Source: an optimization exercise on an open RTL-to-GDS flow (aim: small area, a short achievable clock period and few clock cycles per item). Production flows keep margins and buffers that such runs may drop. RTL that was checked went through simulation tests only; none was proved equivalent to the original. For runs 4 and 5, only the layout was checked, not whether the RTL still works.

### design/flow/design.v
package uvsig_pkg;
    localparam int DIV_W = 9;
    localparam int CNT_W = 8;
    localparam int IDX_W = 16;
endpackage
module uvsig_calc (
    input  logic        cap,
    input  logic        half,
    input  logic        wf,        
    input  logic [7:0]  col,
    input  logic [15:0] r0,
    input  logic [15:0] r1,
    output logic [15:0] first_index,
    output logic [15:0] second_index,
    output logic [15:0] third_index
);
    logic [7:0]  off;
    logic        ci;
    logic [15:0] a_base, b_base, d_base;
    logic [7:0]  a_off, d_off;
    logic        a_ci, d_ci;
    assign off = wf ? 8'd0 : col;
    assign ci  = !wf;
    always_comb
    begin
        if (!cap)
        begin
            a_base = r0;
            a_off  = half ? off : col;
            a_ci   = half & ci;
            b_base = r1;
            d_base = half ? r1 : r0;
            d_off  = off;
            d_ci   = ci;
        end
        else if (!half)
        begin
            a_base = r1;
            a_off  = 8'd0;
            a_ci   = 1'b0;
            b_base = 16'd0;
            d_base = 16'd0;
            d_off  = off;
            d_ci   = ci;
        end
        else
        begin
            a_base = r0;
            a_off  = off;
            a_ci   = ci;
            b_base = r0;
            d_base = r1;
            d_off  = 8'd0;
            d_ci   = 1'b1;
        end
    end
    assign first_index  = a_base + {8'd0, a_off} + {15'd0, a_ci};
    assign second_index = b_base + {8'd0, col};
    assign third_index  = d_base + {8'd0, d_off} + {15'd0, d_ci};
endmodule
module uv_sphere_index_generator (
    input  logic         clk,
    input  logic         rst_n,
    input  logic         cfg_write,
    input  logic         cfg_index,
    input  logic [8:0]   cfg_data,
    input  logic         in_valid,
    output logic         in_ready,
    input  logic         restart,
    output logic         out_valid,
    input  logic         out_ready,
    output logic [15:0]  first_index,
    output logic [15:0]  second_index,
    output logic [15:0]  third_index,
    output logic         last_triangle
);
    logic [7:0] vm2, hm1;
    logic       lo3, hi256;
    logic [7:0] cfg_m1;
    logic       cap, wrp, half, wf;
    logic [7:0] band, col;
    logic [15:0] r0, r1;
    logic       ov, busy, stale;
    logic [3:0] step;
    assign lo3    = (cfg_data[8:2] == 7'd0);
    assign hi256  = cfg_data[8] && (cfg_data[7:0] != 8'd0);
    assign cfg_m1 = cfg_data[7:0] - 8'd1;
    always_ff @(posedge clk or negedge rst_n)
    begin
        if (!rst_n)
        begin
            vm2 <= 8'd1;
            hm1 <= 8'd2;
        end
        else if (cfg_write)
        begin
            if (cfg_index)
                hm1 <= lo3 ? 8'd2 : (hi256 ? 8'd255 : cfg_m1);
            else
                vm2 <= lo3 ? 8'd1 : (hi256 ? 8'd254 : cfg_m1 - 8'd1);
        end
    end
    logic acc, last;
    assign in_ready  = !busy && (!ov || out_ready);
    assign acc       = in_valid && in_ready;
    assign last      = wrp && half;
    assign out_valid = ov;
    logic [8:0] col_inc, band_inc;
    logic       cge, cap_end, band_end, natural;
    assign col_inc  = {1'b0, col} + 9'd1;
    assign band_inc = {1'b0, band} + 9'd1;
    assign cge      = col >= hm1;
    assign cap_end  = col_inc >= {1'b0, hm1};
    assign band_end = band_inc >= {1'b0, vm2};
    assign natural  = band_inc[7:0] == vm2;
    logic       n_cap, n_wrp, n_half;
    logic [7:0] n_band, n_col;
    logic       n_start, n_step, n_fix, upd;
    assign upd = acc || (cfg_write && !stale);
    always_comb
    begin
        n_cap   = cap;
        n_wrp   = wrp;
        n_half  = !half;
        n_band  = band;
        n_col   = col;
        n_start = 1'b0;
        n_step  = 1'b0;
        n_fix   = 1'b0;
        if ((in_valid && restart) || (last && !stale))
        begin
            n_start = 1'b1;
        end
        else if (stale)
        begin
            n_half = half;
            n_fix  = 1'b1;
            if (wrp)
                n_col = hm1;
        end
        else if (half)
        begin
            if (!cap)
            begin
                if (cge)
                begin
                    n_col  = 8'd0;
                    n_step = 1'b1;
                    if (band_end)
                    begin
                        n_band = 8'd0;
                        n_cap  = 1'b1;
                        if (!natural)
                            n_fix = 1'b1;
                    end
                    else
                    begin
                        n_band = band_inc[7:0];
                    end
                end
                else
                begin
                    n_col = col_inc[7:0];
                end
            end
            else
            begin
                if (cap_end)
                begin
                    n_col = hm1;
                    n_wrp = 1'b1;
                end
                else
                begin
                    n_col = col_inc[7:0];
                end
            end
        end
        else if (wrp)
        begin
            n_col = hm1;
        end
        if (n_start)
        begin
            n_cap  = 1'b0;
            n_wrp  = 1'b0;
            n_half = 1'b0;
            n_band = 8'd0;
            n_col  = 8'd0;
        end
    end
    logic [7:0]  mult;
    logic        mbit, horner, add_h;
    logic [15:0] add_a, add_s;
    assign mult   = cap ? vm2 : band;
    assign mbit   = mult[3'd7 - step[2:0]];
    assign horner = busy && !step[3];
    assign add_h  = horner ? mbit : 1'b1;
    assign add_a  = horner ? {r1[14:0], 1'b0} : r1;
    assign add_s  = add_a + {8'd0, hm1 & {8{add_h}}} + {15'd0, add_h};
    always_ff @(posedge clk or negedge rst_n)
    begin
        if (!rst_n)
        begin
            cap   <= 1'b1;
            wrp   <= 1'b1;
            half  <= 1'b1;
            ov    <= 1'b0;
            busy  <= 1'b0;
            stale <= 1'b0;
            step  <= 4'd0;
        end
        else
        begin
            if (upd)
            begin
                cap   <= n_cap;
                wrp   <= n_wrp;
                half  <= n_half;
            end
            if (cfg_write)
                stale <= 1'b1;
            if (acc)
            begin
                ov    <= !n_fix;
                busy  <= n_fix;
                stale <= 1'b0;
                step  <= 4'd0;
            end
            else
            begin
                if (out_ready)
                    ov <= 1'b0;
                if (busy)
                begin
                    step <= step + 4'd1;
                    if (step[3])
                    begin
                        busy <= 1'b0;
                        ov   <= 1'b1;
                    end
                end
            end
        end
    end
    always_ff @(posedge clk)
    begin
        if (upd)
        begin
            band <= n_band;
            col  <= n_col;
            wf   <= n_col >= hm1;
            if (n_start)
            begin
                r0 <= 16'd0;
                r1 <= {7'd0, {1'b0, hm1} + 9'd1};
            end
            else if (n_fix)
            begin
                r1 <= 16'd0;
            end
            else if (n_step)
            begin
                r0 <= r1;
                r1 <= add_s;
            end
        end
        else if (busy)
        begin
            if (step[3])
                r0 <= r1;
            r1 <= add_s;
        end
    end
    assign last_triangle = last;
    uvsig_calc u_calc (
        .cap          (cap),
        .half         (half),
        .wf           (wf),
        .col          (col),
        .r0           (r0),
        .r1           (r1),
        .first_index  (first_index),
        .second_index (second_index),
        .third_index  (third_index)
    );
endmodule
### design/flow/run.sh
#!/bin/bash
# synth_recipe.tcl (not shown) runs the flow's synth.tcl, then flattens the netlist and writes it again
# the make line also repeats each setting of config.mk as NAME=value (left out here)
make -C /OpenROAD-flow-scripts/flow DESIGN_CONFIG=/design/flow/config.mk WORK_HOME=/design/flow/orfs CLKGATE_MAP_FILE= SYNTH_SCRIPT=/design/flow/synth_recipe.tcl finish
### design/flow/config.mk
export PLATFORM = sky130hd
export DESIGN_NAME = uv_sphere_index_generator
export DESIGN_NICKNAME = uv_sphere_index_generator
export VERILOG_FILES = /design/flow/design.v
export SDC_FILE = /design/flow/constraint.sdc
export NUM_CORES = 4
export LEC_CHECK = 0
export ABC_CLOCK_PERIOD_IN_PS = 2500
export CAP_MARGIN = 20
export CORE_MARGIN = 2
export CORE_UTILIZATION = 40
export SETUP_SLACK_MARGIN = 2.5
export SLEW_MARGIN = 20
### design/flow/constraint.sdc
create_clock -name core_clock -period 5.5 [get_ports {clk}]
set_input_delay 1.1000 -clock core_clock [delete_from_list [all_inputs] [get_ports {clk}]]
set_output_delay 1.1000 -clock core_clock [all_outputs]
set_load 0.01 [all_outputs]
==> results.toml, run 1 <==
[logic_synthesis]
synth_edf_count = 49
synthFlopType = "edfxtp_1"
ys_types = 82
ys_warn_count = 2
syn_area_per_cell_um2 = 8.61
synthCells = 906
synthArstFlopShare_pct = 34.7
ys_seq_area_share_pct = 27.3
netlist_area_mm2 = 0.00780
ys_seq_elements = 75
synth_nets = 999

[placement]
portBuffers = 66
gp_congestion = 0.904
dp_hpwl_um = 16600
place_ws_ns = 0.826
dp.cells = 1209

[final_layout]
syn_to_final_growth_pct = 45.8
layout-drive-gt1-share_pct = 41.4
nets = 1198
antenna_cells = 0
layoutNonFillerInstCount = 1375
nFillCells = 1602
multi_input_area_mm2 = 0.00657
seqCellArea_mm2 = 0.00213

[detailed_routing]
avgViaCountPerCell = 5.57
dr.first_iter.drc_count = 430
dr.pass1.iters = 5
num_vias = 7660
wl_um = 24700
ant_nets = 0
remaining_drc_errors = 0
routedWlPerCell_um = 17.9

[setup_path]
crit_fanout = 4
cp_slowest_cell = "dfstp_2"
critical_path_buf_inv_count = 5
criticalPathCategory = "reg -> out"
worst-endpoint-arrival_ns = 3.24
start_kind = "flop"
slowest_delay_ns = 0.62
cpLargestDelayFamily = "buffers and inverters"
path_cells = "buf_6, and2_4, buf_4, nand2_1, o21ai_2, ha_2, fa_2, a21o_1, nand2_2, a21oi_4, o41ai_4, buf_6, buf_4, nor3_2, xnor2_1, buf_2"
cp.required_ns = 4.40
end_kind = "output port"

[timing]
setup_ws_ns = 1.16
rsz0062_at_grt = "yes"
finalSetupTns_ns = 0
fin_crit_ns = 4.34
slew_headroom_pct = 55.3
tightestPinTransition_ns = 0.668
min_period_over_period_pct = 78.9
finalHoldViolCount = 0
setup_viol = 0
fmax_mhz = 230
drv_slew = 0
skew_ns = 0.00940

[global_route]
grt_remaining_overflow = 0
grt_pass1_vias = 7461
grt_pass1_wl_um = 38900
antenna_found_initial = 0
grt_start_max_net_pins = 27
grt_usage_pct = 23.8

[floorplan]
start_util_pct = 40.4
coreArea_mm2 = 0.0193
die_w_um = 144
rows = 51
die-area_mm2 = 0.0206
io_pins = 67
die-height_um = 144

[cts]
cts_made_buffers = 9
cts-root-buf = "clkbuf_16"
cts_tree = "done"
cts_max_level = 3
clk_pin_slew_ns = 0.06
hold_buffers = 0
clock_latency_ns = 0.35
cts_sinks = 75
cts.path.max_buffers = 2

[outcome]
status = "complete, no violations"

[flow_run]
max_cap_violations = 0

[hold_path]
min_path_type = "reg -> reg"
synth_stat cells (11+ instances only):
| cell type | n | area [um^2] |
|---|---|---|
| a211oi_1 | 12 | 90.1 |
| a21oi_1 | 45 | 225 |
| a22oi_1 | 14 | 105 |
| and2_1 | 23 | 144 |
| clkbuf_1 | 24 | 90.1 |
| dfrtp_1 | 21 | 526 |
| edfxtp_1 | 49 | 1470 |
| ha_1 | 70 | 876 |
| inv_1 | 46 | 173 |
| mux2i_1 | 21 | 210 |
| nand2_1 | 74 | 278 |
| nand3_1 | 34 | 170 |
| nor2_1 | 87 | 327 |
| nor2b_1 | 17 | 106 |
| nor3_1 | 19 | 95.1 |
| o211ai_1 | 12 | 90.1 |
| o21a_1 | 11 | 82.6 |
| o21ai_0 | 49 | 245 |
| o31ai_1 | 11 | 82.6 |
| xnor2_1 | 56 | 490 |
| xor2_1 | 28 | 245 |
layout make-up:
cell class	instances	area share, %
clock buffer	9	1.98
clock inverter	7	0.869
inverter	47	1.63
multi-input combinational	748	57.7
sequential	75	18.7
tap	265	2.91
timing repair buffer	224	16.2
tightest hold or removal path, cell delays in order (launching register included):
cell,delay [ns]
dfstp_2,0.38
nand2_1,0.05
o21ai_0,0.07
logic make-up (layout without fill, tap and decap cells):
family	after synthesis	after routing	share of synthesized area, %
buffers and inverters	87	287	4.60
xor gates and xnor gates	84	84	9.43
muxes	29	29	4.62
DFF	75	75	27.3
adders and majority gates	77	77	13.0
and+or+nand+nor	321	324	20.7
AOI/OAI and AO/OA	233	234	20.4
worst paths after layout:
path,startpoint,endpoint,slack (ns),depth (start not counted)
setup reg to reg,cap,r1[5],1.49,16
max in group asynchronous,rst_n,wrp,4.05,2
min in group asynchronous,rst_n,step[3],1.13,2
setup / recovery,half,second_index[14],1.16,16
hold reg to reg,vm2[0],vm2[0],0.51,2
hold / removal,vm2[0],vm2[0],0.51,2
metrics by stage:
stage | util, % | hold WS, ns | area [um^2]
4_1_cts | 56.0 | 0.510 | 10800
5_1_grt | 58.9 | 0.547 | 11400
6_report | 58.9 | 0.506 | 11400
3_3_place_gp | 47.0 | 0.494 | 9090
3_5_place_dp | 47.0 | 0.501 | 9090
2_1_floorplan | - | 0.465 | 8290
repair_timing:
action	4_1_cts	5_1_grt
pin swaps	85	61
gates cloned	3	1
setup endpoints to repair	121	115
setup buffers	119	27
resized for setup	333	86
routing by layer:
metal  vias up  share of wire, %  global-route usage (%)
met5         -                 0                       0
met4         0               3.4                    9.75
met3        47               3.8                    2.60
met2       205                50                    41.3
met1      3710                43                    30.3
li1       3698                 -                       -
cell usage in the layout (no fill, tap or decap), types with 10 or more instances in the layout:
| master | Yosys | final |
|---|---|---|
| xnor2_1 | 56 | 42 |
| a21oi_1 | 45 | 26 |
| a21o_1 | 10 | 10 |
| nor2_2 | 0 | 12 |
| nor2b_1 | 17 | 10 |
| edfxtp_1 | 49 | 49 |
| nand4_1 | 10 | 10 |
| inv_1 | 46 | 39 |
| and2_1 | 23 | 17 |
| o21a_1 | 11 | 11 |
| nor2_1 | 87 | 68 |
| buf_4 | 4 | 118 |
| nand2_1 | 74 | 65 |
| a22oi_1 | 14 | 12 |
| buf_6 | 1 | 35 |
| buf_2 | 8 | 45 |
| xnor2_2 | 0 | 13 |
| nand3_1 | 34 | 26 |
| xor2_1 | 28 | 20 |
| clkdlybuf4s50_1 | 0 | 12 |
| o21ai_1 | 2 | 11 |
| a21oi_2 | 2 | 14 |
| dfrtp_1 | 21 | 19 |
| o21ai_0 | 49 | 25 |
| nor3_2 | 1 | 10 |
| ha_2 | 0 | 12 |
| mux2i_1 | 21 | 19 |
| ha_4 | 0 | 12 |
| ha_1 | 70 | 46 |
| o211ai_1 | 12 | 12 |
| nor3_1 | 19 | 10 |
sequential cells by signal, indices dropped and copies added, names as in the netlist, 4 cells and up:
register  count
r0           16
r1           16
band          8
col           8
hm1           8
vm2           8
step          4
Testbench counts, summed over its fixed seeds: cycles 115,264, items 115,072.
==> run 2, diff against run 1 <==
--- a/design/flow/config.mk
+++ b/design/flow/config.mk
@@ -7,3 +7,2 @@
 export LEC_CHECK = 0
-export ABC_CLOCK_PERIOD_IN_PS = 2500
 export CAP_MARGIN = 20
==> run 2 against run 1 <==
- largest cell class unchanged
- clock skew is the same
- synthesized cell count unchanged
- critical endpoint unchanged
- still clean on timing, DRC and antenna
- wire length stayed put
- die area stayed put
==> results.toml, run 2 <==
[logic_synthesis]
syn_area_per_cell_um2 = 8.61
synthFlopType = "edfxtp_1"
ys_seq_area_share_pct = 27.3
synthCells = 906
netlist_area_mm2 = 0.00780
ys_seq_elements = 75
synth_edf_count = 49
ys_warn_count = 2
synth_nets = 999
synthTopCellsByCount = "nor2_1 (87), nand2_1 (74), ha_1 (70), xnor2_1 (56)"
synth_area_leaders = "edfxtp_1 (19%), ha_1 (11%), dfrtp_1 (6.7%)"
ys_types = 82
synthArstFlopShare_pct = 34.7
yosys.area.top_type = "edfxtp_1"
yosysMostFrequentCell = "nor2_1"
netlist.area_leader.share_pct = 18.9

[final_layout]
syn_to_final_growth_pct = 45.8
antenna_cells = 0
layout-drive-gt1-share_pct = 41.4
reg_top3 = "r0: 16 flops, r1: 16 flops"
final_util_pct = 58.9
final_common_cell = "buf_4"
nets = 1198
layout_common_cells = "buf_4 (118), nor2_1 (68), nand2_1 (65)"

[cts]
clock_latency_ns = 0.35
cts.path.max_buffers = 2
hold_buffers = 0
cts_tree = "done"
cts-root-buf = "clkbuf_16"
clk_pin_slew_ns = 0.06
cts_made_buffers = 9
cts_sinks = 75
cts_max_level = 3

[timing]
skew_ns = 0.00940
hold_ws_ns = 0.506
finalHoldViolCount = 0
finalSetupTns_ns = 0
tightestPinTransition_ns = 0.668
setup_ws_ns = 1.16
slew_headroom_pct = 55.3
drv_slew = 0
setup_viol = 0
fmax_mhz = 230
fin_crit_ns = 4.34
rsz0062_at_grt = "yes"
min_period_over_period_pct = 78.9

[floorplan]
start_util_pct = 40.4
coreArea_mm2 = 0.0193
rows = 51
io_pins = 67
die-area_mm2 = 0.0206
die_w_um = 144
die-height_um = 144

[setup_path]
worst-endpoint-arrival_ns = 3.24
cp.required_ns = 4.40
start_kind = "flop"
end_kind = "output port"
crit_fanout = 4
criticalPathCategory = "reg -> out"

[detailed_routing]
dr.pass1.iters = 5
routedWlPerCell_um = 17.9
ant_nets = 0
dr.first_iter.drc_count = 430
remaining_drc_errors = 0
avgViaCountPerCell = 5.57
wl_um = 24700
num_vias = 7660

[global_route]
grt_pass1_wl_um = 38900
grt_start_max_net_pins = 27
grt_pass1_vias = 7461
grt_usage_pct = 23.8
grt_remaining_overflow = 0
antenna_found_initial = 0

[placement]
portBuffers = 66
dp_hpwl_um = 16600
gp_congestion = 0.904
place_ws_ns = 0.826

[flow_run]
max_cap_violations = 0

[outcome]
status = "complete, no violations"

[hold_path]
min_path_type = "reg -> reg"
-- run 2: what timing repair did --
action / in CTS / in global routing
pin swaps: 85 / 61
resized for setup: 333 / 86
endpoints found under the setup margin: 121 / 115
hold endpoints to repair: 0 / 0
setup buffers: 119 / 27
gates cloned: 3 / 1
-- run 2: routing by layer --
layer | vias to the layer above | wire length, um | global-route usage, %
li1 | 3698 | - | -
met1 | 3710 | 10700 | 30.3
met2 | 205 | 12200 | 41.3
met3 | 47 | 941 | 2.60
met4 | 0 | 828 | 9.75
met5 | - | 0 | 0
-- run 2: path summary, 6_finish.rpt --
kind	start	depth (start not counted)	end	slack [ns]
hold / removal	vm2[0]	2	vm2[0]	0.51
max in group asynchronous	rst_n	2	wrp	4.05
setup / recovery	half	16	second_index[14]	1.16
hold reg to reg	vm2[0]	2	vm2[0]	0.51
min in group asynchronous	rst_n	2	step[3]	1.13
setup reg to reg	cap	16	r1[5]	1.49
-- run 2: through the flow --
stage          instances  area, um^2
5_1_grt             1375       11400
6_report            1375       11400
2_1_floorplan        906        8290
3_3_place_gp        1209        9090
3_5_place_dp        1209        9090
4_1_cts             1347       10800
-- run 2: cell families (layout without fill, tap and decap cells) --
family / after synthesis / count (layout) / share of synthesized area, %
xor gates and xnor gates: 84 / 84 / 9.43
muxes: 29 / 29 / 4.62
AOI/OAI and AO/OA: 233 / 234 / 20.4
adders and majority gates: 77 / 77 / 13.0
and+or+nand+nor: 321 / 324 / 20.7
buffers and inverters: 87 / 287 / 4.60
DFF: 75 / 75 / 27.3
-- run 2: final cells by class --
| type | count | area [um^2] |
|---|---|---|
| Clock buffer | 9 | 225 |
| Sequential cell | 75 | 2130 |
| Multi-Input combinational cell | 748 | 6570 |
| Fill cell | 1602 | 7960 |
| Tap cell | 265 | 332 |
| Inverter | 47 | 185 |
| Timing Repair Buffer | 224 | 1840 |
| Clock inverter | 7 | 98.8 |
-- run 2: critical path, stage by stage (launching register included) --
cell	delay [ns]
dfstp_2	0.62
buf_6	0.12
and2_4	0.19
buf_4	0.15
nand2_1	0.07
o21ai_2	0.07
ha_2	0.20
fa_2	0.20
a21o_1	0.17
nand2_2	0.09
a21oi_4	0.18
o41ai_4	0.08
buf_6	0.15
buf_4	0.13
nor3_2	0.18
xnor2_1	0.13
buf_2	0.15
==> run 3, diff against run 2 <==
--- a/design/flow/config.mk
+++ b/design/flow/config.mk
@@ -10,3 +10,2 @@
 export CORE_UTILIZATION = 40
-export SETUP_SLACK_MARGIN = 2.5
 export SLEW_MARGIN = 20
==> run 3 against run 2 <==
- still clean on timing, DRC and antenna
- first-iteration DRC count decreased by 8.8%
- die area did not move
- cell count fell by 11%
- global-route usage shrank 3.8 points
- sequential share of layout area grew 5.0 points
- utilization down 12 points
- count of clock-buffer cells in the layout did not move
==> results.toml, run 3 <==
[outcome]
status = "complete, no violations"

[setup_path]
worst-endpoint-arrival_ns = 4.02
cp_slowest_cell = "dfstp_2"
cp.required_ns = 4.40
start_kind = "flop"
path_cells = "nand2b_1, nor2_1, a21oi_1, fa_1, inv_1, fa_1, a21oi_1, o211ai_1, o31ai_1, or2_2, nor2_1, xnor2_1, clkdlybuf4s50_1"
criticalPathCategory = "reg -> out"
slowest_delay_ns = 0.76
end_kind = "output port"
crit_fanout = 20

[detailed_routing]
routedWlPerCell_um = 16.6
avgViaCountPerCell = 5.55
dr.pass1.iters = 5
dr.first_iter.drc_count = 392
ant_nets = 0
remaining_drc_errors = 0
wl_um = 20300
num_vias = 6811

[cts]
clk_pin_slew_ns = 0.06
cts_tree = "done"
post_cts_buffers = 0
cts_made_buffers = 9
hold_buffers = 0
clock_latency_ns = 0.34
cts-root-buf = "clkbuf_16"
cts_max_level = 3
cts.path.max_buffers = 2
cts_resized = 0
cts_sinks = 75

[logic_synthesis]
yosysMostFrequentCell = "nor2_1"
synth_nets = 999
netlist_area_mm2 = 0.00780
synth_area_leaders = "edfxtp_1 (19%), ha_1 (11%), dfrtp_1 (6.7%)"
synthArstFlopShare_pct = 34.7
ys_types = 82
ys_seq_elements = 75
synthTopCellsByCount = "nor2_1 (87), nand2_1 (74), ha_1 (70), xnor2_1 (56)"
ys_seq_area_share_pct = 27.3
yosys.area.top_type = "edfxtp_1"
netlist.area_leader.share_pct = 18.9
ys_warn_count = 2
synthCells = 906
syn_area_per_cell_um2 = 8.61
synthFlopType = "edfxtp_1"
synth_edf_count = 49

[floorplan]
die-area_mm2 = 0.0206
die-height_um = 144
start_util_pct = 40.4
io_pins = 67
coreArea_mm2 = 0.0193
rows = 51
die_w_um = 144

[global_route]
top_usage_layer = "met2"
grt_pass1_vias = 6480
grt_pass1_wl_um = 32900
grt_use_met2_pct = 34.9
antenna_found_initial = 0
grt_usage_pct = 20.0
use_met1_pct = 26.5
use_met3_pct = 2.17
grt_remaining_overflow = 0
grt_start_max_net_pins = 27

[timing]
min_period_over_period_pct = 93.2
fmax_mhz = 195
finalHoldViolCount = 0
rsz0062_at_grt = "no"
skew_ns = 0.0119
drv_slew = 0
setup_viol = 0
finalSetupTns_ns = 0
fin_crit_ns = 5.12
tightestPinTransition_ns = 0.867
slew_headroom_pct = 42.0

[final_layout]
nFillCells = 1892
syn_to_final_growth_pct = 15.3
reg_top3 = "r0: 16 flops, r1: 16 flops"
final_common_cell = "nor2_1"
layoutNonFillerInstCount = 1227
antenna_cells = 0
layout-drive-gt1-share_pct = 7.17
nets = 1050
layout_common_cells = "nor2_1 (87), nand2_1 (74), ha_1 (70)"

[placement]
dp_hpwl_um = 15900
portBuffers = 66
gp_congestion = 0.877
dp.cells = 1211

[flow_run]
max_cap_violations = 0

[hold_path]
min_path_type = "reg -> reg"
run 3: changes by cell type in the layout (fill, tap and decap cells not counted), sizes merged, moves of 2 or more:
cell,change
buf,-192
bufinv,-2
clkdlybuf4s50,+54
clkinv,+3
dlygate4sd2,-2
dlymetal6s2s,-3
nand2b,-2
run 3: worst paths after layout:
check	slack (ns)	from	cells past startpoint	endpoint
min reg2reg	0.50	vm2[0]	2	vm2[0]
max reg2reg	0.84	col[0]	16	wf
max	0.38	half	13	first_index[12]
min in group asynchronous	1.13	rst_n	2	ov
max in group asynchronous	4.05	rst_n	2	wrp
min	0.50	vm2[0]	2	vm2[0]
run 3: routing by layer:
| metal | share of wire, % | up-vias |
|---|---|---|
| met1 | 46 | 3216 |
| met3 | 3.6 | 18 |
| met4 | 1.5 | 0 |
| li1 | - | 3403 |
| met2 | 49 | 174 |
| met5 | 0 | - |
run 3: stage by stage:
step                area, um^2  hold slack (ns)  setup WS (ns)  utilization, %
CTS                       8990            0.511          0.276            46.5
global placement          8720            0.492          0.653            45.1
global route              9000            0.526         0.0155            46.5
floorplan                 7800            0.462           1.21               -
finish                    9000            0.505          0.375            46.5
detailed placement        8720            0.504          0.641            45.1
run 3: cell families after synthesis:
logic type / Yosys count / share of synthesized area (%)
buf+inv: 87 / 4.60
mux: 29 / 4.62
fa+ha+maj: 77 / 13.0
xor+xnor: 84 / 9.43
simple gates: 321 / 20.7
flops: 75 / 27.3
compound gates: 233 / 20.4
run 3: cell type report:
cell class / instances / area (um^2) / share of cell area (%)
Multi-Input combinational cell: 744 / 5320 / 59.2
Sequential cell: 75 / 2130 / 23.7
Timing Repair Buffer: 80 / 766 / 8.51
Tap cell: 265 / 332 / 3.69
Clock buffer: 9 / 225 / 2.50
Inverter: 47 / 176 / 1.96
Clock inverter: 7 / 43.8 / 0.487
run 3: critical path: cells and delay by family, from the launching register on:
| kind | cells | cell delay, ns |
|---|---|---|
| xor+xnor | 1 | 0.14 |
| compound gates | 4 | 0.88 |
| fa+ha+maj | 2 | 0.63 |
| simple gates | 4 | 0.65 |
| flops | 1 | 0.76 |
| buf+inv | 2 | 0.61 |
==> run 4, diff against run 3 <==
--- a/design/flow/design.v
+++ b/design/flow/design.v
@@ -6,8 +6,14 @@
 module uvsig_calc (
-    input  logic        cap,
-    input  logic        half,
-    input  logic        wf,        
-    input  logic [7:0]  col,
     input  logic [15:0] r0,
     input  logic [15:0] r1,
+    input  logic [7:0]  col,
+    input  logic        a_r1,      
+    input  logic        a_oe,      
+    input  logic        a_ci,      
+    input  logic        b_r0,      
+    input  logic        b_r1,      
+    input  logic        d_r0,      
+    input  logic        d_r1,      
+    input  logic        d_oe,      
+    input  logic        d_ci,      
     output logic [15:0] first_index,
@@ -16,45 +22,45 @@
 );
-    logic [7:0]  off;
-    logic        ci;
-    logic [15:0] a_base, b_base, d_base;
-    logic [7:0]  a_off, d_off;
-    logic        a_ci, d_ci;
-    assign off = wf ? 8'd0 : col;
-    assign ci  = !wf;
-    always_comb
-    begin
-        if (!cap)
-        begin
-            a_base = r0;
-            a_off  = half ? off : col;
-            a_ci   = half & ci;
-            b_base = r1;
-            d_base = half ? r1 : r0;
-            d_off  = off;
-            d_ci   = ci;
-        end
-        else if (!half)
-        begin
-            a_base = r1;
-            a_off  = 8'd0;
-            a_ci   = 1'b0;
-            b_base = 16'd0;
-            d_base = 16'd0;
-            d_off  = off;
-            d_ci   = ci;
-        end
-        else
-        begin
-            a_base = r0;
-            a_off  = off;
-            a_ci   = ci;
-            b_base = r0;
-            d_base = r1;
-            d_off  = 8'd0;
-            d_ci   = 1'b1;
+    function automatic logic [15:0] add16_8(input logic [15:0] a, input logic [7:0] b, input logic ci);
+        logic [7:0] p, g, gg, pp, gn, pn;
+        logic [8:0] c;
+        logic [7:0] hi, hinc;
+        logic [7:0] run;
+        begin
+            p = a[7:0] ^ b;
+            g = a[7:0] & b;
+            gg = g;
+            pp = p;
+            gg[0] = g[0] | (p[0] & ci);
+            pp[0] = 1'b0;
+            for (int d = 1; d < 8; d = d * 2)
+            begin
+                gn = gg;
+                pn = pp;
+                for (int i = d; i < 8; i++)
+                begin
+                    gn[i] = gg[i] | (pp[i] & gg[i-d]);
+                    pn[i] = pp[i] & pp[i-d];
+                end
+                gg = gn;
+                pp = pn;
+            end
+            c[0] = ci;
+            for (int i = 1; i < 9; i++)
+                c[i] = gg[i-1];
+            hi = a[15:8];
+            run[0] = 1'b1;
+            for (int i = 1; i < 8; i++)
+                run[i] = run[i-1] & hi[i-1];
+            for (int i = 0; i < 8; i++)
+                hinc[i] = hi[i] ^ run[i];
+            add16_8 = {c[8] ? hinc : hi, p ^ c[7:0]};
         end
-    end
-    assign first_index  = a_base + {8'd0, a_off} + {15'd0, a_ci};
-    assign second_index = b_base + {8'd0, col};
-    assign third_index  = d_base + {8'd0, d_off} + {15'd0, d_ci};
+    endfunction
+    logic [15:0] a_base, b_base, d_base;
+    assign a_base = a_r1 ? r1 : r0;
+    assign b_base = (r0 & {16{b_r0}}) | (r1 & {16{b_r1}});
+    assign d_base = (r0 & {16{d_r0}}) | (r1 & {16{d_r1}});
+    assign first_index  = add16_8(a_base, col & {8{a_oe}}, a_ci);
+    assign second_index = add16_8(b_base, col, 1'b0);
+    assign third_index  = add16_8(d_base, col & {8{d_oe}}, d_ci);
 endmodule
@@ -83,2 +89,4 @@
     logic       ov, busy, stale;
+    logic       mb;
+    logic       a_r1, a_oe, a_ci, b_r0, b_r1, d_r0, d_r1, d_oe, d_ci;
     logic [3:0] step;
@@ -195,3 +203,3 @@
     assign mult   = cap ? vm2 : band;
-    assign mbit   = mult[3'd7 - step[2:0]];
+    assign mbit   = mb;
     assign horner = busy && !step[3];
@@ -245,4 +253,22 @@
     end
+    logic n_wf;
+    assign n_wf = n_col >= hm1;
     always_ff @(posedge clk)
     begin
+        if (acc)
+            mb <= n_cap ? vm2[7] : n_band[7];
+        else
+            mb <= mult[3'd6 - step[2:0]];
+        if (upd)
+        begin
+            a_r1 <= n_cap && !n_half;
+            a_oe <= (!n_cap && !n_half) || (!(n_cap && !n_half) && !n_wf);
+            a_ci <= n_half && !n_wf;
+            b_r0 <= n_cap && n_half;
+            b_r1 <= !n_cap;
+            d_r0 <= !n_cap && !n_half;
+            d_r1 <= n_half;
+            d_oe <= !n_wf && !(n_cap && n_half);
+            d_ci <= (n_cap && n_half) || !n_wf;
+        end
         if (upd)
@@ -251,3 +277,3 @@
             col  <= n_col;
-            wf   <= n_col >= hm1;
+            wf   <= n_wf;
             if (n_start)
@@ -276,5 +302,11 @@
     uvsig_calc u_calc (
-        .cap          (cap),
-        .half         (half),
-        .wf           (wf),
+        .a_r1         (a_r1),
+        .a_oe         (a_oe),
+        .a_ci         (a_ci),
+        .b_r0         (b_r0),
+        .b_r1         (b_r1),
+        .d_r0         (d_r0),
+        .d_r1         (d_r1),
+        .d_oe         (d_oe),
+        .d_ci         (d_ci),
         .col          (col),
==> run 4 against run 3 <==
- critical path depth decreased by 2
- still clean on timing, DRC and antenna
- worst setup slack improved by 0.070 ns
- synthesized cell count down 8.3%
==> results.toml, run 4 <==
[logic_synthesis]
ys_seq_elements = 84
synth_nets = 940
synthTopCellsByCount = "ha_1 (86), nand2_1 (69), nor2_1 (59), edfxtp_1 (57), inv_1 (50)"
synthCells = 831
synth_edf_count = 57
netlist_area_mm2 = 0.00788
synthArstFlopShare_pct = 31.0
yosys.area.top_type = "edfxtp_1"
yosysMostFrequentCell = "ha_1"
netlist.area_leader.share_pct = 21.7
synth_area_leaders = "edfxtp_1 (22%), ha_1 (14%), dfrtp_1 (6.7%)"
ys_types = 78
syn_area_per_cell_um2 = 9.48
ys_seq_area_share_pct = 30.3
synthFlopType = "edfxtp_1"
ys_warn_count = 2

[final_layout]
syn_to_final_growth_pct = 16.0
nFillCells = 1860
final_common_cell = "ha_1"
layout_common_cells = "ha_1 (86), nand2_1 (69), clkdlybuf4s50_1 (66)"
layout-drive-gt1-share_pct = 9.93
antenna_cells = 0
nets = 990
reg_top3 = "r0: 16 flops, r1: 16 flops"

[timing]
tightestPinTransition_ns = 1.05
fin_crit_ns = 5.06
skew_ns = 0.00654
setup_viol = 0
drv_slew = 0
slew_headroom_pct = 29.6
finalSetupTns_ns = 0
min_period_over_period_pct = 91.9
fmax_mhz = 198
rsz0062_at_grt = "no"
hold_ws_ns = 0.510
finalHoldViolCount = 0

[floorplan]
die-height_um = 144
rows = 51
io_pins = 67
die_w_um = 144
die-area_mm2 = 0.0208
coreArea_mm2 = 0.0194
start_util_pct = 40.6

[setup_path]
worst-endpoint-arrival_ns = 3.96
end_kind = "output port"
cpLargestDelayFamily = "compound AO/OA/AOI/OAI gates"
slowest_delay_ns = 0.69
start_kind = "flop"
criticalPathCategory = "reg -> out"
cp.required_ns = 4.40
path_cells = "a22o_1, fa_1, inv_1, fa_1, nor2b_1, o21ai_0, a21boi_0, o21ai_0, a21oi_2, mux2_2, clkdlybuf4s50_1"
critical_path_buf_inv_count = 2
cp_slowest_cell = "edfxtp_1"
crit_fanout = 16

[placement]
dp_hpwl_um = 14800
gp_congestion = 0.931
portBuffers = 66

[detailed_routing]
ant_nets = 0
dr.first_iter.drc_count = 342
wl_um = 19000
avgViaCountPerCell = 5.46
routedWlPerCell_um = 16.5
num_vias = 6282
remaining_drc_errors = 0
dr.pass1.iters = 4

[cts]
clk_pin_slew_ns = 0.06
clock_latency_ns = 0.34
cts_sinks = 84
cts_max_level = 3
cts_resized = 0
cts_made_buffers = 9
cts_tree = "done"
hold_buffers = 0
cts-root-buf = "clkbuf_16"
cts.path.max_buffers = 2
post_cts_buffers = 0

[global_route]
grt_start_max_net_pins = 27
grt_pass1_vias = 6031
grt_pass1_wl_um = 30900
use_met3_pct = 2.85
grt_usage_pct = 18.8
grt_remaining_overflow = 0
top_usage_layer = "met2"
grt_use_met2_pct = 31.4
antenna_found_initial = 0
use_met1_pct = 25.1

[flow_run]
max_cap_violations = 0

[outcome]
status = "complete, no violations"

[hold_path]
min_path_type = "reg -> reg"
-- run 4: cell types whose count changed after synthesis, moves of 12 or more --
| cell | change |
|---|---|
| nand3_1 | -15 |
| mux2_2 | +31 |
| o21ai_0 | -12 |
| a22o_1 | +21 |
| nor2_1 | -28 |
| xnor2_1 | -16 |
| o211ai_1 | -12 |
| ha_1 | +16 |
-- run 4: path summary, 6_finish.rpt --
kind | start | end | slack [ns] | depth (start not counted)
min in group asynchronous | rst_n | busy | 1.13 | 2
max in group asynchronous | rst_n | wrp | 4.06 | 2
setup reg to reg | col[0] | a_oe | 0.87 | 18
hold / removal | vm2[0] | vm2[0] | 0.51 | 2
setup / recovery | d_r0 | third_index[12] | 0.44 | 11
hold reg to reg | vm2[0] | vm2[0] | 0.51 | 2
-- run 4: routing by layer --
metal  part of all wire [%]  vias up
met4                    1.7        0
met5                      0        -
li1                       -     3147
met3                    4.9       24
met1                     47     2944
met2                     47      167
-- run 4: final cells by class --
type | count | area [um^2] | share of cell area, %
tap | 265 | 332 | 3.63
clock inverter | 6 | 138 | 1.51
inverter | 50 | 188 | 2.05
timing repair buffer | 73 | 713 | 7.81
clock buffer | 10 | 229 | 2.51
sequential | 84 | 2390 | 26.1
multi-input combinational | 663 | 5150 | 56.4
-- run 4: stage by stage --
stage	worst slack, ns	std cells	util (%)	cell area, um^2
finish	0.445	1151	47.1	9140
global route	0.0987	1151	47.1	9140
CTS	0.437	1151	47.1	9140
detailed placement	0.817	1135	45.2	8770
global placement	0.903	1134	45.2	8760
floorplan	1.19	831	-	7880
-- run 4: logic make-up (layout without fill, tap and decap cells) --
kind of cell / count (synthesis) / in the layout / share of synthesized area (%)
DFF: 84 / 84 / 30.3
buffers and inverters: 84 / 139 / 4.40
adders and majority gates: 93 / 93 / 15.4
AOI/OAI and AO/OA: 216 / 216 / 19.5
muxes: 49 / 49 / 7.75
xor gates and xnor gates: 62 / 62 / 6.89
and+or+nand+nor: 243 / 243 / 15.7
-- run 4: worst reg2reg max path, cell delays in order (launching register included) --
cell      delay (ns)
edfxtp_1        0.63
ha_1            0.34
xor2_1          0.19
ha_1            0.23
or3_1           0.38
o221ai_1        0.19
a21oi_1         0.15
o31ai_4         0.58
o22ai_1         0.15
nand2_1         0.11
and3_1          0.16
ha_1            0.22
nand2b_1        0.14
a21o_1          0.17
a21o_1          0.17
a211oi_1        0.22
o21ai_0         0.12
a21o_1          0.22
o21bai_1        0.12
==> run 5, diff against run 4 <==
--- a/design/flow/config.mk
+++ b/design/flow/config.mk
@@ -10,2 +10,3 @@
 export CORE_UTILIZATION = 40
+export SETUP_SLACK_MARGIN = 2.0
 export SLEW_MARGIN = 20
==> run 5 against run 4 <==
- synthesized cell count stayed put
- area after synthesis stayed put
- wire length is 5.3% higher
- worst hold slack better by 0.0042 ns
- sequential share of layout area is 2.2 points lower
- sequential cell count stayed put
- critical path depth is 2 higher
- die area stayed put
- still clean
==> results.toml, run 5 <==
[outcome]
status = "complete, no violations"

[cts]
clock_latency_ns = 0.35
hold_buffers = 0
cts-root-buf = "clkbuf_16"
clk_pin_slew_ns = 0.06
cts.path.max_buffers = 2
cts_sinks = 84
cts_max_level = 3
cts_tree = "done"
cts_made_buffers = 9

[global_route]
use_met3_pct = 2.05
grt_pass1_wl_um = 31900
grt_usage_pct = 19.5
grt_remaining_overflow = 0
grt_start_max_net_pins = 27
top_usage_layer = "met2"
grt_pass1_vias = 6284
grt_use_met2_pct = 33.2
antenna_found_initial = 0
use_met1_pct = 25.7

[logic_synthesis]
ys_types = 78
synth_edf_count = 57
ys_seq_area_share_pct = 30.3
synth_area_leaders = "edfxtp_1 (22%), ha_1 (14%), dfrtp_1 (6.7%)"
netlist.area_leader.share_pct = 21.7
ys_seq_elements = 84
yosysMostFrequentCell = "ha_1"
synthFlopType = "edfxtp_1"
netlist_area_mm2 = 0.00788
syn_area_per_cell_um2 = 9.48
yosys.area.top_type = "edfxtp_1"
synthCells = 831
ys_warn_count = 2
synth_nets = 940
synthArstFlopShare_pct = 31.0
synthTopCellsByCount = "ha_1 (86), nand2_1 (69), nor2_1 (59), edfxtp_1 (57), inv_1 (50)"

[detailed_routing]
routedWlPerCell_um = 16.4
wl_um = 20000
ant_nets = 0
remaining_drc_errors = 0
dr.pass1.iters = 5
dr.first_iter.drc_count = 352
avgViaCountPerCell = 5.43
num_vias = 6612

[timing]
slew_headroom_pct = 57.9
tightestPinTransition_ns = 0.629
rsz0062_at_grt = "yes"
min_period_over_period_pct = 78.0
drv_slew = 0
finalHoldViolCount = 0
finalSetupTns_ns = 0
fin_crit_ns = 4.29
fmax_mhz = 233
setup_viol = 0
skew_ns = 0.0116

[setup_path]
critPathCapture = "second_index[10]"
end_kind = "output port"
reg2reg_slack_ns = 1.59
worst-endpoint-arrival_ns = 3.19
start_kind = "flop"
crit_fanout = 4
startpoint = "r1[0]"
cp.required_ns = 4.40
r2r-start = "col[0]"
worstRegToRegCells = 17
r2r-end = "a_oe"
criticalPathCategory = "reg -> out"

[floorplan]
rows = 51
die-area_mm2 = 0.0208
die_w_um = 144
start_util_pct = 40.6
coreArea_mm2 = 0.0194
io_pins = 67
die-height_um = 144

[final_layout]
layout_common_cells = "ha_1 (77), nand2_1 (64), edfxtp_1 (57)"
final_util_pct = 51.6
nets = 1057
layoutNonFillerInstCount = 1218
final_common_cell = "ha_1"
layout-drive-gt1-share_pct = 27.1
antenna_cells = 0
reg_top3 = "r0: 16 flops, r1: 16 flops"
fin_area_mm2 = 0.0100
syn_to_final_growth_pct = 26.9
nFillCells = 1806

[placement]
portBuffers = 66
gp_congestion = 0.849
place_area_mm2 = 0.00895
dp.cells = 1138
dp_hpwl_um = 14800

[flow_run]
max_cap_violations = 0

[hold_path]
min_path_type = "reg -> reg"
[run 5: cell count changes in the layout (fill, tap and decap cells not counted), moves of 11 or more]
cell / change
a21oi_1: -11
buf_2: +18
buf_4: +44
buf_6: +39
mux2_2: -14
mux2_4: +14
clkdlybuf4s50_1: -44
[run 5: worst min path at each step]
| stage | startpoint | endpoint | slack (ns) | cells after the start |
|---|---|---|---|---|
| after detailed placement | vm2[0] | vm2[0] | 0.51 | 2 |
| after global routing | vm2[0] | vm2[0] | 0.53 | 2 |
| after CTS | vm2[0] | vm2[0] | 0.51 | 2 |
| final | vm2[0] | vm2[0] | 0.51 | 2 |
| after floorplan | vm2[0] | vm2[0] | 0.47 | 2 |
| after global placement | vm2[0] | vm2[0] | 0.50 | 2 |
[run 5: what timing repair did]
action / CTS / global route
buffers inserted: 49 / 15
gates resized for setup: 192 / 61
endpoints found under the setup margin: 62 / 55
pin swaps: 31 / 34
[run 5: worst max-delay path: stages (launching register included)]
cell and delay, ns:
edfxtp_1 0.49, a22o_1 0.24, ha_2 0.18, fa_2 0.35, a21oi_2 0.15, nor2_2 0.05, nor2_2 0.13, o21bai_2 0.10
a2111o_1 0.42, nand2_4 0.12, buf_6 0.11, buf_6 0.08, mux2_4 0.29, buf_6 0.12
[run 5: layout make-up]
cell class | instances | area (um^2) | area share [%]
Clock buffer | 11 | 233 | 2.33
Clock inverter | 5 | 37.5 | 0.375
Inverter | 50 | 188 | 1.88
Multi-Input combinational cell | 663 | 5570 | 55.7
Sequential cell | 84 | 2390 | 23.9
Tap cell | 265 | 332 | 3.32
Timing Repair Buffer | 140 | 1250 | 12.5
[run 5: cells by family (layout without fill, tap and decap cells)]
kind of cell	after synthesis	in the layout	share of synthesized area [%]
flip-flops	84	84	30.3
buffers and inverters	84	206	4.40
AND/OR/NAND/NOR	243	243	15.7
AO/OA/AOI/OAI	216	216	19.5
adder cells (fa/ha/maj)	93	93	15.4
XOR/XNOR	62	62	6.89
multiplexers	49	49	7.75
[run 5: stage by stage]
| stage | worst slack, ns | hold slack (ns) |
|---|---|---|
| detailed placement | 0.943 | 0.506 |
| global placement | 1.00 | 0.504 |
| global route | 1.06 | 0.533 |
| CTS | 1.08 | 0.515 |
| finish | 1.21 | 0.514 |
| floorplan | 1.72 | 0.466 |
[run 5: routing by layer]
| layer | vias up | wire [um] |
|---|---|---|
| li1 | 3290 | - |
| met1 | 3132 | 9310 |
| met2 | 160 | 9540 |
| met3 | 30 | 671 |
| met4 | 0 | 461 |
| met5 | - | 0 |

==> static timing again, ports no longer ideal <==
How much do the figures lean on ideal ports? The routed layouts below were timed once more, with nothing changed but the port constraints.
Step 1: set_driving_cell puts a clkbuf_16 on clk and a buf_2 on each other input, an assumption about the parent block.
Step 2 adds t to the input delays and takes it off the output delays; t is the mean of the earliest and latest rising clock arrival at the registers after step 1. Input paths then give back, and output paths get back, about the clock's delay inside the block.
a / b / c = ideal ports / drivers / drivers and shift; a / b = the first two.
run | t (ns) | setup WS [ns] | worst hold slack (ns) | worst setup path after step 2
run 1 | 0.388 | 1.160 / 1.119 / 1.395 | 0.506 / 0.506 / 0.506 | input to register
run 2 | 0.388 | 1.160 / 1.119 / 1.395 | 0.506 / 0.506 / 0.506 | input to register
run 3 | 0.378 | 0.375 / 0.333 / 0.711 | 0.505 / 0.505 / 0.505 | register to output
run 4 | 0.379 | 0.445 / 0.405 / 0.784 | 0.510 / 0.510 / 0.510 | register to output
run 5 | 0.385 | 1.208 / 1.169 / 1.282 | 0.514 / 0.514 / 0.514 | input to register
After both steps setup and hold are still met in every run listed.
